This design comes from an exercise in tuning for small area on the open sky130 flow, not from production work.
Function was checked by simulation only, so behaviour that the tests miss may differ from the original.
Power and IR drop assume default switching activity.

==> design/flow/design.v <==
package lpd_pkg;
   localparam int CHAN_W = 4;
   localparam int BYTE_W = 8;
   localparam int LEN_W  = 64;
   localparam int DEF_NUM_CHANNELS = 16;
   localparam int DEF_HEADER_BYTES = 8;
   typedef struct packed {
      logic [CHAN_W-1:0] channel;
      logic [BYTE_W-1:0] data_byte;
   } req_type;
   typedef struct packed {
      logic [CHAN_W-1:0] out_channel;
      logic [BYTE_W-1:0] payload_byte;
      logic              first_of_frame;
      logic              last_of_frame;
      logic              empty_frame;
   } rsp_type;
   typedef struct packed {
      logic    present;
      rsp_type word;
   } ctx_res_type;
endpackage
module lpd_ctx
#(
   parameter int NUM_CHANNELS = lpd_pkg::DEF_NUM_CHANNELS,
   parameter int HEADER_BYTES = lpd_pkg::DEF_HEADER_BYTES
) (
   input  logic        clock,
   input  logic        reset,
   input  logic        step,
   input  lpd_pkg::req_type     item,
   output lpd_pkg::ctx_res_type res
);
   localparam int DEPTH = (NUM_CHANNELS < (1 << lpd_pkg::CHAN_W)) ? NUM_CHANNELS : (1 << lpd_pkg::CHAN_W);
   localparam int IDX_W = (DEPTH > 1) ? $clog2(DEPTH) : 1;
   localparam int HC_W  = $clog2(HEADER_BYTES + 1);
   localparam logic [lpd_pkg::CHAN_W:0] CHAN_LIM = (lpd_pkg::CHAN_W + 1)'(DEPTH);
   localparam logic [HC_W-1:0] HDR_N    = HC_W'(HEADER_BYTES);
   logic [HC_W-1:0]  hc_ff  [DEPTH];
   logic [lpd_pkg::LEN_W-1:0] len_ff [DEPTH];
   logic             st_ff  [DEPTH];
   logic             in_range;
   logic [IDX_W-1:0] idx;
   logic [HC_W-1:0]  hc;
   logic [lpd_pkg::LEN_W-1:0] len;
   logic             st;
   logic             in_header;
   logic [lpd_pkg::LEN_W-1:0] hdr_len;
   logic [HC_W-1:0]  hc_inc;
   logic             hdr_done;
   logic [lpd_pkg::LEN_W-1:0] rem;
   logic             pay_last;
   logic [HC_W-1:0]  hc_in;
   logic [lpd_pkg::LEN_W-1:0] len_in;
   logic             st_in;
   assign in_range = {1'b0, item.channel} < CHAN_LIM;
   assign idx      = item.channel[IDX_W-1:0];
   assign hc       = hc_ff[idx];
   assign len      = len_ff[idx];
   assign st       = st_ff[idx];
   assign in_header = hc < HDR_N;
   assign hdr_len   = len | (lpd_pkg::LEN_W'(item.data_byte) << {3'(hc), 3'b000});
   assign hc_inc    = hc + 1'b1;
   assign hdr_done  = (hc_inc == HDR_N);
   assign rem       = len - 1'b1;
   assign pay_last  = (rem == '0);
   always_comb begin
      res                      = '0;
      res.word.out_channel     = item.channel;
      hc_in                    = hc;
      len_in                   = len;
      st_in                    = st;
      if (in_header) begin
         if (hdr_done && (hdr_len == '0)) begin
            res.present            = in_range;
            res.word.last_of_frame = 1'b1;
            res.word.empty_frame   = 1'b1;
            hc_in                  = '0;
            len_in                 = '0;
            st_in                  = 1'b0;
         end else begin
            hc_in  = hc_inc;
            len_in = hdr_len;
            st_in  = 1'b0;
         end
      end else begin
         res.present             = in_range;
         res.word.payload_byte   = item.data_byte;
         res.word.first_of_frame = ~st;
         res.word.last_of_frame  = pay_last;
         if (pay_last) begin
            hc_in  = '0;
            len_in = '0;
            st_in  = 1'b0;
         end else begin
            len_in = rem;
            st_in  = 1'b1;
         end
      end
   end
   always_ff @(posedge clock) begin
      if (reset) begin
         for (int i = 0; i < DEPTH; i++) begin
            hc_ff[i]  <= '0;
            len_ff[i] <= '0;
            st_ff[i]  <= 1'b0;
         end
      end else if (step && in_range) begin
         hc_ff[idx]  <= hc_in;
         len_ff[idx] <= len_in;
         st_ff[idx]  <= st_in;
      end
   end
endmodule
module lpd_out_reg
(
   input  logic    clock,
   input  logic    reset,
   input  logic    load,
   input  lpd_pkg::rsp_type word,
   output logic    free,
   output logic    rsp_valid,
   input  logic    rsp_ready,
   output lpd_pkg::rsp_type rsp_data
);
   logic    valid_ff;
   lpd_pkg::rsp_type data_ff;
   assign free      = ~valid_ff | rsp_ready;
   assign rsp_valid = valid_ff;
   assign rsp_data  = data_ff;
   always_ff @(posedge clock) begin
      if (reset) begin
         valid_ff <= 1'b0;
      end else if (load) begin
         valid_ff <= 1'b1;
      end else if (rsp_ready) begin
         valid_ff <= 1'b0;
      end
   end
   always_ff @(posedge clock) begin
      if (load) begin
         data_ff <= word;
      end
   end
endmodule
module length_prefix_deframer_unit
#(
   parameter int NUM_CHANNELS = lpd_pkg::DEF_NUM_CHANNELS,
   parameter int HEADER_BYTES = lpd_pkg::DEF_HEADER_BYTES
) (
   input  logic    clock,
   input  logic    reset,
   input  logic    req_valid,
   output logic    req_ready,
   input  lpd_pkg::req_type req_data,
   output logic    rsp_valid,
   input  logic    rsp_ready,
   output lpd_pkg::rsp_type rsp_data
);
   logic        in_valid_ff;
   lpd_pkg::req_type     in_item_ff;
   lpd_pkg::ctx_res_type res;
   logic        out_free;
   logic        advance;
   logic        load;
   assign advance   = in_valid_ff & (out_free | ~res.present);
   assign load      = advance & res.present;
   assign req_ready = ~in_valid_ff | advance;
   always_ff @(posedge clock) begin
      if (reset) begin
         in_valid_ff <= 1'b0;
      end else if (req_ready) begin
         in_valid_ff <= req_valid;
      end
   end
   always_ff @(posedge clock) begin
      if (req_ready && req_valid) begin
         in_item_ff <= req_data;
      end
   end
   lpd_ctx #(
      .NUM_CHANNELS (NUM_CHANNELS),
      .HEADER_BYTES (HEADER_BYTES)
   ) u_ctx (
      .clock (clock),
      .reset (reset),
      .step  (advance),
      .item  (in_item_ff),
      .res   (res)
   );
   lpd_out_reg u_out (
      .clock     (clock),
      .reset     (reset),
      .load      (load),
      .word      (res.word),
      .free      (out_free),
      .rsp_valid (rsp_valid),
      .rsp_ready (rsp_ready),
      .rsp_data  (rsp_data)
   );
endmodule
==> design/flow/run.sh <==
#!/bin/bash
# synth_recipe.tcl (not shown) runs the flow's synth.tcl, then flattens the netlist and writes it again
# the make line also repeats each setting of config.mk as NAME=value (left out here)
make -C /OpenROAD-flow-scripts/flow DESIGN_CONFIG=/design/flow/config.mk WORK_HOME=/design/flow/orfs CLKGATE_MAP_FILE= SYNTH_SCRIPT=/design/flow/synth_recipe.tcl finish
==> design/flow/config.mk <==
export PLATFORM = sky130hd
export DESIGN_NAME = length_prefix_deframer_unit
export DESIGN_NICKNAME = length_prefix_deframer_unit
export VERILOG_FILES = /design/flow/design.v
export SDC_FILE = /design/flow/constraint.sdc
export NUM_CORES = 4
export LEC_CHECK = 0
export CAP_MARGIN = 20
export CORE_MARGIN = 2
export CORE_UTILIZATION = 40
export SLEW_MARGIN = 20
==> design/flow/constraint.sdc <==
create_clock -name core_clock -period 10.0 [get_ports {clock}]
set_input_delay 2.0000 -clock core_clock [delete_from_list [all_inputs] [get_ports {clock}]]
set_output_delay 2.0000 -clock core_clock [all_outputs]
set_load 0.01 [all_outputs]
==> reports/qor.txt <==
design area: 57,500 µm²
clock buffer depth: 3
WL final: 166,000 µm
drt wl/cell: 30.2 µm
EDFF count, synth: 1,131
Placement Cell Area: 54,100 µm²
Setup violations, final: 0
CP top delay family: simple AND/OR/NAND/NOR gates
vias: 33,391
Sink Count: 1,137
Die Area: 132,000 µm²
CP Launch Type: flip-flop
Synth area leaders: edfxtp_1, mux4_2, nor2_1, clkbuf_1, a22oi_1
vias per cell: 6.06
largest net degree at the start of global routing: 100
Die W: 364 µm
clk_skew: 15.9 ps
PD cells: 198 nW/µm²
Max IR drop VDD: 0.000163 V
Crit Path Max Fanout: 21
Synth Instances: 3,732
worst path required time: 8000 ps
hold_buf cts: 0
total power: 11.4 mW
vias in the first global route: 33,625
max cap viols: 0
top cell type's share of synthesized area: 0.655
post_cts resized: 0
row count: 132
CP Capture Type: primary output
core area: 129,000 µm²
slowest CP cell: nor2b_4
Post-Synthesis Cell Area: 51,800 µm²
post-route clock period utilization: 0.867
most common cell in the netlist: nor2_1
routability cong.: 0.997
post-route setup TNS: 0 ps
n_diodes: 0
Die Y: 364 µm
clk latency of the worst-skew pair: 700 ps
1st-pass router iterations: 5
hold crit path type: reg2reg
CP peak stage delay: 940 ps
Post-Place Worst Slack: 2030 ps
Slew @ Worst Pin: 1150 ps
CTS tree: done
share of cells above drive strength 1: 0.169
RSZ-0062 raised after global routing: false
ys flop type: edfxtp_1
first-pass GRT wire length: 239,000 µm
io pins: 33
setup bufs post-CTS: 0
DRT antenna net count: 0
buffers added on ports: 32
Hold Vio Cnt, Final: 0
fmax: 115 MHz
root buffer cell: clkbuf_16
Post-Syn Area per Cell: 13.9 µm²
Final #Nets: 3,692
synth unique cells: 94
asr flop ratio synth: 0
global-route total usage across every layer: 0.251
Worst EP arrival: 6670 ps
Final min period: 8670 ps
fin. max-slew vios: 0
Final WS setup: 1330 ps
#FFs+latches synth: 1,137
Area Overhead vs Synth: 11.0%
R2R setup slack: 2120 ps
post-DP HPWL: 92,400 µm
most used cell along the critical path: inv_1
DRT iter0 DRCs: 4,342
area leader, netlist: edfxtp_1
gr ovfl total: 0
run status: finished clean
hold slack: 600 ps
synth warn: 3
static leakage: 19.9 nW
Worst slew margin: 0.231
drt drc: 0
Clk pin slew, worst setup/hold paths: 60 ps
WS Path Type: reg2out
CP cell instances: nor2b_4, buf_4, a221oi_2, buf_4, inv_1, ha_1, inv_1, or4_1, nor4_1, nand4_1, nor4_1, nand4_1, nand2_1, nand2_1, nor2_1, inv_1, clkdlybuf4s50_1
initial core utilization: 0.402
share of the yosys chip area belonging to registers: 0.658
WP buf/inv: 6
initial antenna violation count: 2
Synth top cells by count: nor2_1, edfxtp_1, mux4_2
number of buffers created by CTS: 112
syn nets: 3,751
Clock H-tree levels: 3
[area by class of cell]
class,count,area [µm²]
Tap cell,1742,2180
Timing Repair Buffer,143,1310
Fill cell,11463,71500
Multi-Input combinational cell,2270,16500
Inverter,9,33.8
Clock inverter,65,437
Sequential cell,1137,34100
Clock buffer,145,2990
[worst register-to-register path, stage by stage (launching register included)]
cell      delay (ps)
dfxtp_4          870
buf_4            430
buf_4            430
mux4_1           610
a22oi_1          190
nand2_1          320
nor4_1           940
nor4bb_1         300
buf_4            230
and3_1           460
xnor2_1          230
nand4b_1         160
nor4_1           700
nand4_2          530
a311oi_4        1070
nor2_1           100
[cell families after synthesis]
logic type      Yosys count  synth area share
flops                  1137             0.658
mux                     317             0.126
fa+ha+maj                 3          0.000724
buf+inv                 325            0.0323
compound gates          314            0.0441
xor+xnor                 54           0.00913
simple gates           1582             0.130
[flip-flops by register name (all words and copies together) (netlist names), named ones only]
name and cells:
in_valid_ff 1, u_ctx.hc_ff 64, u_ctx.st_ff 16, in_item_ff 12, u_out.data_ff 15, u_out.valid_ff 1, u_ctx.len_ff 1024
[cells in the final DEF (no fill, tap or decap), types with 7 or more instances in the layout]
cell type	count
a211o_1	7
a211oi_1	16
a21o_1	16
a21oi_1	60
a21oi_2	7
a221oi_1	10
a22o_1	14
a22oi_1	87
a31oi_1	10
and2_1	19
and3_1	11
buf_12	11
buf_4	99
clkbuf_1	30
clkbuf_16	115
clkdlybuf4s50_1	32
clkinv_1	34
clkinv_2	18
edfxtp_1	1131
inv_1	9
mux2_2	13
mux2i_1	41
mux4_1	16
mux4_2	247
nand2_1	106
nand2_4	16
nand2b_4	16
nand3_1	24
nand4_1	26
nand4b_1	7
nor2_1	1190
nor2_2	10
nor3_1	30
nor3_2	9
nor4_1	34
o21ai_0	9
o21ai_1	12
or3_1	7
xnor2_1	25
xor2_1	29
[where the power goes]
part	switching (mW)	internal, mW	leakage, nW
Clock	1.81	2.23	1.68
Sequential	0.0778	5.42	11.7
Combinational	1.31	0.531	6.48
Total	3.20	8.18	19.9
[stage by stage]
| stage | util | instances |
|---|---|---|
| 3_3_place_gp | 0.419 | 5300 |
| 2_1_floorplan | - | 3732 |
| 6_report | 0.446 | 5511 |
| 4_1_cts | 0.446 | 5511 |
| 3_5_place_dp | 0.419 | 5301 |
| 5_1_grt | 0.446 | 5511 |
[worst paths after layout]
kind            startpoint                 end  depth (start not counted)
max              flip-flop           req_ready                         17
min          in_item_ff[8]   u_out.data_ff[11]                          0
max reg2reg      flip-flop  u_ctx.hc_ff[10][2]                         15
min reg2reg  in_item_ff[8]   u_out.data_ff[11]                          0
[routing by layer]
layer / part of all wire / track usage
met5: 0 / 0
met4: 0.029 / 0.0771
met3: 0.096 / 0.0436
met2: 0.47 / 0.405
met1: 0.40 / 0.347

## re-timing with driven ports
In the flow no input, the clock included, has a driving cell. The finished layout below was timed again as built, in two steps.
Step 1, drivers: a clkbuf_16 drives clock and a buf_2 each remaining input, both assumed.
Step 2 times the ports against the registers' clock, not the clock port: input delays grow and output delays shrink by t, the midpoint of the rising clock arrivals with the driver on.
Three values: no drivers, after step 1, after step 2; two values: the first two.
t, ns: 0.771
slack for setup (ns): 1.331 / 1.253 / 2.024
hold slack, ns: 0.600 / 0.600 / 0.600
worst slew at a driven data input, ns: 0.04
pins driven straight from the clock port: 1
After both steps setup and hold are still met in this run. For this run, drivers alone change the setup slack by -0.078 ns; drivers and shift together by +0.693 ns.
